Context: an optimization exercise on an open-source flow, tuned for small area, a short achievable clock period and few clock cycles. The choices shown serve that exercise and are no tape-out recipe. At most, simulation tests tie the RTL to the original design; equivalence was not proved.

==> flow/design.v (excerpt) <==
module fft_top (
    input  logic       clk,
    input  logic       rst,
    input  logic [2:0] log2n,
    input  logic [7:0] data_in,
    input  logic       data_in_valid,
    output logic       fft_ready,
    output logic       done,
    output logic       error,
    output logic [7:0] data_out,
    output logic       data_out_valid
);
Size: roughly 4700 cells after synthesis, about 850 flip-flops, about 26 I/O pins.
clock: 15.0 ns
lec_check: 0
abc_area: 1
cap_margin: 20
core_margin: 2
core_utilization: 60
cts_cluster_diameter: 90
cts_cluster_size: 25
slew_margin: 20
standard.sh (not shown) runs the stock make flow with config.mk's settings and CLKGATE_MAP_FILE= SYNTH_SCRIPT=/design/flow/synth_recipe.tcl, a recipe that flattens the netlist after the stock synthesis.
==> flow/flow/run.sh <==
#!/bin/bash
# Standard layout, with the resizer asked for more setup slack than the default
# (same clock, same constraints): its repair_timing steps then also speed up
# the port buffers and the register-to-register paths.
set -euo pipefail
export SETUP_SLACK_MARGIN=${MARGIN:-11.3}
bash standard.sh > make_finish.log 2>&1
Testbench counts at the start, summed over its fixed seeds: cycles 4,821.
Next try:
--- a/flow/design.v
+++ b/flow/design.v
@@ -362,26 +362,25 @@
         in_d <= data_in;
         in_l <= log2n;
     end
     logic [7:0]  mem [0:31];
     logic [7:0]  smem [0:7];
     logic [14:0] wsel, rsel;
     logic [5:0]  wsel_s, rsel_s;
     logic [2:0]  wl;
     logic [1:0]  wl_s;
-    logic [4:0]  wcnt, waddr, raddr;
+    logic [4:0]  waddr, raddr;
     logic [2:0]  waddr_s, raddr_s;
-    assign waddr   = in_first ? 5'd0 : perm(wsel, wcnt);
-    assign waddr_s = in_first ? 3'd0 : perm3(wsel_s, wcnt[2:0]);
+    assign waddr   = perm(wsel, cnt);
+    assign waddr_s = perm3(wsel_s, cnt[2:0]);
     always_ff @(posedge clk) begin
         if (in_v && !lb) mem[waddr] <= in_d;
         if (in_v && lb)  smem[waddr_s] <= in_d;
-        if (in_v)        wcnt <= in_first ? 5'd1 : wcnt + 5'd1;
     end
     always_ff @(posedge clk or negedge rst) begin
         if (!rst) begin
             wsel   <= SEL_ID;
             wl     <= 3'd0;
             wsel_s <= SEL3_ID;
             wl_s   <= 2'd0;
         end else if (in_v && in_first) begin
             if (lb) begin
Via count fell by 0.79%.
Non-clock buffer count fell by 12.
Die area fell by 0.93%.
Wire length fell by 2.2%.
Count of clock-buffer cells in the layout rose by 1.
Global-route usage fell by 0.16 points.
Utilization rose by 0.39 points.
Hold slack improves by 0.0068 ns.
Sequential share of layout area barely changes.
Clock skew fell by 0.0094 ns.
Only the layout flow was run in the second run of this note; the RTL was not checked for function there.

== 11-10 ==
fft_top, a different RTL version from the one above (not shown whole).
Size in the first run: ~3500 cells after synthesis, about 790 flip-flops, ~26 I/O pins, roughly 0.033 mm² of cells after synthesis.
Settings: LEC_CHECK=0, ABC_AREA=1, CAP_MARGIN=20, CORE_MARGIN=2, CORE_UTILIZATION=60, CTS_CLUSTER_DIAMETER=90, CTS_CLUSTER_SIZE=25, SLEW_MARGIN=20; clock period 15.0 ns.
Scripts as last shown in full above: flow/flow/run.sh
Testbench counts of 11-10, summed over its fixed seeds: cycles 4,821.
## Diff of input files: 02-08 against 11-10
--- a/flow/design.v
+++ b/flow/design.v
@@ -1622,35 +1622,43 @@
     logic       pnd_m, pnd_s; 
     logic       s_old;        
     logic [4:0] cnt;          
     logic [2:0] fl;           
     logic       at_last;      
     logic       log2n_ok, first_acc, take_more, last_take;
-    logic       rfree, rsoon, start_m, start_s, side_av, to_side;
+    logic       rfree, rsoon, rlast1, start_m, start_s, side_av, to_side;
+    logic       lt_now, start_now, go, r_side;
+    logic       wfirst;       
     logic       ractive, rb;
     logic [4:0] rcnt, rnm1;
     assign log2n_ok  = (log2n != 3'd0) && (log2n <= 3'd5);
     assign first_acc = data_in_valid && rdy && log2n_ok;
     assign take_more = data_in_valid && ld;
     assign at_last   = (cnt == 5'((6'd1 << fl) - 6'd2));
     assign last_take = take_more && at_last;
     assign rfree   = !ractive || (rcnt == rnm1);
-    assign rsoon   = rfree || (rcnt == rnm1 - 5'd1);
+    assign rlast1  = ractive && (rcnt == rnm1 - 5'd1);         
+    assign rsoon   = rfree || rlast1;
     assign start_m = rfree && pnd_m && !(pnd_s && s_old);
     assign start_s = rfree && pnd_s && !(pnd_m && !s_old);
     assign side_av = !pnd_s && !(ld && lb);
     assign to_side = !log2n[2] && side_av;
+    assign lt_now    = data_in_valid && ld && at_last;
+    assign start_now = lt_now && rfree && !pnd_m && !pnd_s && !wfirst;
+    assign go        = rfree && (pnd_m || pnd_s || (lt_now && !wfirst));
+    assign r_side    = (pnd_m || pnd_s) ? (pnd_s && !(pnd_m && !s_old)) : lb;
     logic w_av, l_av, pm_keep, ps_keep;
-    assign w_av    = !pnd_m || start_m;                           
+    assign w_av    = !pnd_m || start_m || (!(pnd_s && s_old) && rlast1);
     assign l_av    = at_last && (lb ? w_av : (rsoon && !pnd_s));   
     assign pm_keep = pnd_m && !start_m;
     assign ps_keep = pnd_s && !start_s;
     assign rdy_n   = data_in_valid ? (rdy ? !log2n_ok : (ld ? l_av : w_av))
                                    : (rdy || (!ld && w_av));
     always_ff @(posedge clk) fft_ready <= rdy_n;
     logic       in_v;
+    assign wfirst = in_v && cnt == 5'd0;    
     logic [7:0] in_d;
     always_ff @(posedge clk or negedge rst) begin
         if (!rst) begin
             rdy       <= 1'b1;
             ld        <= 1'b0;
             lb        <= 1'b0;
@@ -1660,14 +1668,14 @@
             error     <= 1'b0;
             in_v      <= 1'b0;
         end else begin
             rdy      <= rdy_n;
             ld       <= data_in_valid ? (rdy ? log2n_ok : (ld && !at_last)) : ld;
             lb       <= (data_in_valid && rdy) ? (log2n_ok ? to_side : lb) : lb;
-            pnd_m    <= (data_in_valid && ld && at_last && !lb) || pm_keep;
-            pnd_s    <= (data_in_valid && ld && at_last && lb) || ps_keep;
+            pnd_m    <= (lt_now && !lb && !start_now) || pm_keep;
+            pnd_s    <= (lt_now && lb && !start_now) || ps_keep;
             s_old    <= (data_in_valid && ld && at_last) ? (!lb && ps_keep) : s_old;
             error    <= data_in_valid && rdy && !log2n_ok;
             in_v     <= data_in_valid && (rdy ? log2n_ok : ld);
         end
     end
     always_ff @(posedge clk) begin
@@ -1696,38 +1704,34 @@
     always_ff @(posedge clk or negedge rst) begin
         if (!rst) begin
             wsel   <= SEL_ID;
             wl     <= 3'd0;
             wsel_s <= SEL3_ID;
             wl_s   <= 2'd0;
-        end else if (in_v && cnt == 5'd0) begin    
+        end else if (wfirst) begin
             if (lb) begin
                 wsel_s <= rev_after3(wsel_s, wl_s);
                 wl_s   <= fl[1:0];
             end else begin
                 wsel <= rev_after(wsel, wl);
                 wl   <= fl;
             end
         end
     end
     always_ff @(posedge clk or negedge rst) begin
         if (!rst) ractive <= 1'b0;
-        else if (start_m || start_s) ractive <= 1'b1;
+        else if (go) ractive <= 1'b1;
         else if (ractive && rcnt == rnm1) ractive <= 1'b0;
     end
     always_ff @(posedge clk) begin
-        if (start_m) begin
-            rb   <= 1'b0;
+        if (rfree) begin    
+            rb   <= r_side;
             rcnt <= 5'd0;
-            rsel <= rev_after(wsel, wl);
-            rnm1 <= 5'((6'd1 << wl) - 6'd1);
-        end else if (start_s) begin
-            rb     <= 1'b1;
-            rcnt   <= 5'd0;
-            rsel_s <= rev_after3(wsel_s, wl_s);
-            rnm1   <= 5'((4'd1 << wl_s) - 4'd1);
+            rnm1 <= r_side ? 5'((4'd1 << wl_s) - 4'd1) : 5'((6'd1 << wl) - 6'd1);
+            if (r_side) rsel_s <= rev_after3(wsel_s, wl_s);
+            else        rsel   <= rev_after(wsel, wl);
         end else if (ractive) begin
             rcnt <= rcnt + 5'd1;
         end
     end
     assign raddr   = perm(rsel, rcnt);
     assign raddr_s = perm3(rsel_s, rcnt[2:0]);
@@ -1756,9 +1760,9 @@
     fp4_sdf_stage #(.S(4)) u_s4 (.clk(clk), .rst(rst), .x(x4), .x_v(v4), .x_sof(f4), .nx_sof(nf4),
                                  .y(x5), .y_v(v5), .y_sof(f5), .ny_v(nv5), .ny_sof(nf5));
     assign data_out       = x5;
     assign data_out_valid = v5;
     always_ff @(posedge clk or negedge rst) begin
         if (!rst) done <= 1'b0;
-        else      done <= start_m || start_s;    
+        else      done <= go;    
     end
 endmodule
## What came out
Taking 11-10 as the reference, in 02-08 distinct cell type count after synthesis increased by about 1.6% relative to the old numbers, synthesized cell count increased by about 0.5% relative to the old numbers, count of placed standard cells including taps increased by 16 relative to the old numbers.
Via count of the routed design delta (02-08 -> 11-10): insignificant
Between 11-10 and 02-08, final hold slack decreased.
Area after synthesis: 02-08 vs 11-10 — no meaningful difference
Between 02-08 and 11-10, the difference in routed wire length is negligible.
Comparing 02-08 and 11-10, the higher met3 layer wire length in the routed design is on 02-08.
11-10 and 02-08 ended up with roughly the same global-route total usage across every layer.
Sort 02-08 and 11-10 by cell area asc -> top: 11-10
Testbench counts of 02-08, summed over its fixed seeds: cycles 4,773.

fft_top, a different RTL version from the one above (not shown whole).
Size: about 4,800 cells after synthesis, about 900 flip-flops, ~26 I/O pins, about 42,000 µm² of cells after synthesis.
clock: 15.0 ns
lec_check: 0
abc_area: 1
cap_margin: 20
core_margin: 2
core_utilization: 40
slew_margin: 20
run.sh (not shown) runs the stock make flow with config.mk's settings and CLKGATE_MAP_FILE= SYNTH_SCRIPT=/design/flow/synth_recipe.tcl, a recipe that flattens the netlist after the stock synthesis.
Stock flow here: none of the scripts above is used.
Testbench counts at the start, summed over its fixed seeds: cycles 4,837.
Edit:
--- a/flow/design.v
+++ b/flow/design.v
@@ -276,66 +276,75 @@
         logic [1:0] j;
         for (int k = 0; k < 3; k++) begin
             j = sel[2*k +: 2];
             rev_after3[2*k +: 2] = (j < l) ? 2'(l - 2'd1 - j) : j;
         end
     endfunction
     localparam logic [5:0] SEL3_ID = {2'd2, 2'd1, 2'd0};
+    logic       rdy;          
+    logic       rdy_n;
     logic       ld;           
     logic       lb;           
     logic       pnd_m, pnd_s; 
     logic       s_old;        
     logic [4:0] cnt;          
     logic [2:0] fl;           
     logic       at_last;      
     logic       log2n_ok, first_acc, take_more, last_take;
     logic       rfree, rsoon, start_m, start_s, side_av, to_side;
     logic       ractive, rb;
     logic [4:0] rcnt, rnm1;
     assign log2n_ok  = (log2n != 3'd0) && (log2n <= 3'd5);
-    assign first_acc = data_in_valid && fft_ready && log2n_ok;
+    assign first_acc = data_in_valid && rdy && log2n_ok;
     assign take_more = data_in_valid && ld;
     assign at_last   = (cnt == 5'((6'd1 << fl) - 6'd2));
     assign last_take = take_more && at_last;
     assign rfree   = !ractive || (rcnt == rnm1);
     assign rsoon   = rfree || (rcnt == rnm1 - 5'd1);
     assign start_m = rfree && pnd_m && !(pnd_s && s_old);
     assign start_s = rfree && pnd_s && !(pnd_m && !s_old);
     assign side_av = !pnd_s && !(ld && lb);
     assign to_side = !log2n[2] && side_av;
+    always_comb begin
+        if (rdy)     rdy_n = !first_acc;
+        else if (ld) rdy_n = last_take && (lb ? (!pnd_m || start_m) : (rsoon && !pnd_s));
+        else         rdy_n = !pnd_m || start_m;
+    end
+    always_ff @(posedge clk or negedge rst) begin
+        if (!rst) fft_ready <= 1'b0;
+        else      fft_ready <= rdy_n;
+    end
     logic       in_v, in_first;
     logic [7:0] in_d;
     logic [2:0] in_l;
     always_ff @(posedge clk or negedge rst) begin
         if (!rst) begin
-            fft_ready <= 1'b1;
+            rdy       <= 1'b1;
             ld        <= 1'b0;
             lb        <= 1'b0;
             pnd_m     <= 1'b0;
             pnd_s     <= 1'b0;
             s_old     <= 1'b0;
             error     <= 1'b0;
             in_v      <= 1'b0;
             in_first  <= 1'b0;
         end else begin
-            if (fft_ready)      fft_ready <= !first_acc;
-            else if (ld)        fft_ready <= last_take && (lb ? (!pnd_m || start_m) : (rsoon && !pnd_s));
-            else                fft_ready <= !pnd_m || start_m;
+            rdy <= rdy_n;
             ld    <= first_acc || (ld && !last_take);
             if (first_acc) lb <= to_side;
             pnd_m <= (pnd_m && !start_m) || (last_take && !lb);
             pnd_s <= (pnd_s && !start_s) || (last_take && lb);
             if (last_take) s_old <= !lb && pnd_s && !start_s;
-            error    <= fft_ready && data_in_valid && !log2n_ok;
+            error    <= rdy && data_in_valid && !log2n_ok;
             in_v     <= first_acc || take_more;
             in_first <= first_acc;
         end
     end
     always_ff @(posedge clk) begin
-        if (fft_ready) begin
+        if (rdy) begin
             fl  <= log2n;    
             cnt <= 5'd0;
         end else if (data_in_valid) begin
             cnt <= cnt + 5'd1;
         end
         in_d <= data_in;
         in_l <= log2n;
@@ -417,10 +426,10 @@
                                  .y(x4), .y_v(v4), .y_sof(f4), .ny_v(nv4), .ny_sof(nf4));
     fp4_sdf_stage #(.S(4)) u_s4 (.clk(clk), .rst(rst), .x(x4), .x_v(v4), .x_sof(f4), .nx_sof(nf4),
                                  .y(x5), .y_v(v5), .y_sof(f5), .ny_v(nv5), .ny_sof(nf5));
     assign data_out       = x5;
     assign data_out_valid = v5;
     always_ff @(posedge clk or negedge rst) begin
         if (!rst) done <= 1'b0;
-        else      done <= nv5 & nf5;
+        else      done <= start_m || start_s;    
     end
 endmodule
The changed run produced a clean layout.
Area after synthesis came out lower slightly.
Via count came out lower slightly.
Register-to-register slack improved by 0.14 ns.
Final area came out lower slightly.
Non-clock buffer count came out lower by 4.
Testbench counts after the change, summed over its fixed seeds: cycles 4,837.

JK:
fft_top, a different RTL version from the one above (not shown whole).
Size: about 4800 cells after synthesis, about 41000 um^2 of cells after synthesis.
clock: 15.0 ns
lec_check: 0
abc_area: 1
cap_margin: 20
core_margin: 2
core_utilization: 40
cts_cluster_diameter: 90
cts_cluster_size: 25
slew_margin: 20
standard.sh (not shown) runs the stock make flow with config.mk's settings and CLKGATE_MAP_FILE= SYNTH_SCRIPT=/design/flow/synth_recipe.tcl, a recipe that flattens the netlist after the stock synthesis.
Scripts as last shown in full above: flow/flow/run.sh
Testbench counts of JK, summed over its fixed seeds: cycles 4,837.
[inputs] MS vs JK
--- a/flow/design.v
+++ b/flow/design.v
@@ -296,54 +296,55 @@
     assign log2n_ok  = (log2n != 3'd0) && (log2n <= 3'd5);
     assign first_acc = data_in_valid && rdy && log2n_ok;
     assign take_more = data_in_valid && ld;
     assign at_last   = (cnt == 5'((6'd1 << fl) - 6'd2));
     assign last_take = take_more && at_last;
     assign rfree   = !ractive || (rcnt == rnm1);
     assign rsoon   = rfree || (rcnt == rnm1 - 5'd1);
     assign start_m = rfree && pnd_m && !(pnd_s && s_old);
     assign start_s = rfree && pnd_s && !(pnd_m && !s_old);
     assign side_av = !pnd_s && !(ld && lb);
     assign to_side = !log2n[2] && side_av;
-    logic w_av, l_av, pm_keep, ps_keep;
-    assign w_av    = !pnd_m || start_m;                           
-    assign l_av    = at_last && (lb ? w_av : (rsoon && !pnd_s));   
-    assign pm_keep = pnd_m && !start_m;
-    assign ps_keep = pnd_s && !start_s;
-    assign rdy_n   = data_in_valid ? (rdy ? !log2n_ok : (ld ? l_av : w_av))
-                                   : (rdy || (!ld && w_av));
-    always_ff @(posedge clk) fft_ready <= rdy_n;
+    always_comb begin
+        if (rdy)     rdy_n = !first_acc;
+        else if (ld) rdy_n = last_take && (lb ? (!pnd_m || start_m) : (rsoon && !pnd_s));
+        else         rdy_n = !pnd_m || start_m;
+    end
+    always_ff @(posedge clk or negedge rst) begin
+        if (!rst) fft_ready <= 1'b0;
+        else      fft_ready <= rdy_n;
+    end
     logic       in_v, in_first;
     logic [7:0] in_d;
     logic [2:0] in_l;
     always_ff @(posedge clk or negedge rst) begin
         if (!rst) begin
             rdy       <= 1'b1;
             ld        <= 1'b0;
             lb        <= 1'b0;
             pnd_m     <= 1'b0;
             pnd_s     <= 1'b0;
             s_old     <= 1'b0;
             error     <= 1'b0;
             in_v      <= 1'b0;
             in_first  <= 1'b0;
         end else begin
-            rdy      <= rdy_n;
-            ld       <= data_in_valid ? (rdy ? log2n_ok : (ld && !at_last)) : ld;
-            lb       <= (data_in_valid && rdy) ? (log2n_ok ? to_side : lb) : lb;
-            pnd_m    <= (data_in_valid && ld && at_last && !lb) || pm_keep;
-            pnd_s    <= (data_in_valid && ld && at_last && lb) || ps_keep;
-            s_old    <= (data_in_valid && ld && at_last) ? (!lb && ps_keep) : s_old;
-            error    <= data_in_valid && rdy && !log2n_ok;
-            in_v     <= data_in_valid && (rdy ? log2n_ok : ld);
-            in_first <= data_in_valid && rdy && log2n_ok;
+            rdy <= rdy_n;
+            ld    <= first_acc || (ld && !last_take);
+            if (first_acc) lb <= to_side;
+            pnd_m <= (pnd_m && !start_m) || (last_take && !lb);
+            pnd_s <= (pnd_s && !start_s) || (last_take && lb);
+            if (last_take) s_old <= !lb && pnd_s && !start_s;
+            error    <= rdy && data_in_valid && !log2n_ok;
+            in_v     <= first_acc || take_more;
+            in_first <= first_acc;
         end
     end
     always_ff @(posedge clk) begin
         if (rdy) begin
             fl  <= log2n;    
             cnt <= 5'd0;
         end else if (data_in_valid) begin
             cnt <= cnt + 5'd1;
         end
         in_d <= data_in;
         in_l <= log2n;
==> comparison <==
- Every stage of the flow completed for MS, and the final layout passed the timing, design-rule and antenna checks.
- Re tightest hold margin: MS is 4.1 ps up on JK.
- From JK to MS, logic depth of the worst setup path including buffers did not move at all.
- As far as required arrival time at the worst endpoint is concerned, MS and JK perform about the same.
- I/O pin count: JK vs MS identical
- MS against JK: worst setup slack after placement saw an increase; post-synthesis mux area share saw little to no change; share of final-layout standard cells stronger than drive strength 1 saw a decrease; via count saw a decrease.
- Compared MS vs JK, and clock buffer count is down in MS.
- MS against JK: period utilization roughly the same, shortest clock period the worst path allows after layout shows an increase of 13 ps, number of buffers added by the clock tree synthesis step moved down, synthesized area increased about 0.7%.
Testbench counts of MS, summed over its fixed seeds: cycles 4,837.

## static timing again, ports no longer ideal
The results above use ideal ports. As a check the final layouts listed here were re-extracted and re-timed, cells and wires unchanged.
Step 1, drivers: a clkbuf_16 drives clk and a buf_2 each remaining input, both assumed.
Step 2, shift: input delay + t, output delay - t, t = (earliest + latest rising clock arrival at the registers) / 2. This alone moves slack from input paths to output paths.
Three values: ideal, step 1, step 2; two values: the first two.
run | shift t [ns] | setup WS [ns] | hold WS [ns] | worst setup path at the end | latest minus earliest clock arrival (ns)
the first run of note 1 | 0.678 | 10.888 / 10.820 / 10.858 | 0.318 / 0.318 / 0.318 | input to register | 0.049 / 0.049
the second run of note 1 | 0.665 | 10.888 / 10.821 / 10.815 | 0.325 / 0.325 / 0.325 | input to register | 0.047 / 0.047
11-10 | 0.651 | 10.893 / 10.834 / 10.782 | 0.325 / 0.325 / 0.325 | input to register | 0.019 / 0.019
02-08 | 0.647 | 10.865 / 10.807 / 10.772 | 0.308 / 0.308 / 0.308 | input to register | 0.050 / 0.050
the first run of note 3 | 0.724 | 10.129 / 10.063 / 9.984 | 0.313 / 0.313 / 0.313 | input to register | 0.041 / 0.041
the second run of note 3 | 0.728 | 10.287 / 10.287 / 9.932 | 0.294 / 0.294 / 0.294 | input to register | 0.040 / 0.040
JK | 0.712 | 10.830 / 10.758 / 10.745 | 0.318 / 0.318 / 0.318 | input to register | 0.047 / 0.048
MS | 0.701 | 10.816 / 10.751 / 10.618 | 0.322 / 0.322 / 0.322 | input to register | 0.058 / 0.058
After both steps setup and hold are still met in every run listed. For the second run of note 3, which loses most, drivers alone change the setup slack by 0.000 ns; drivers and shift together by -0.355 ns.
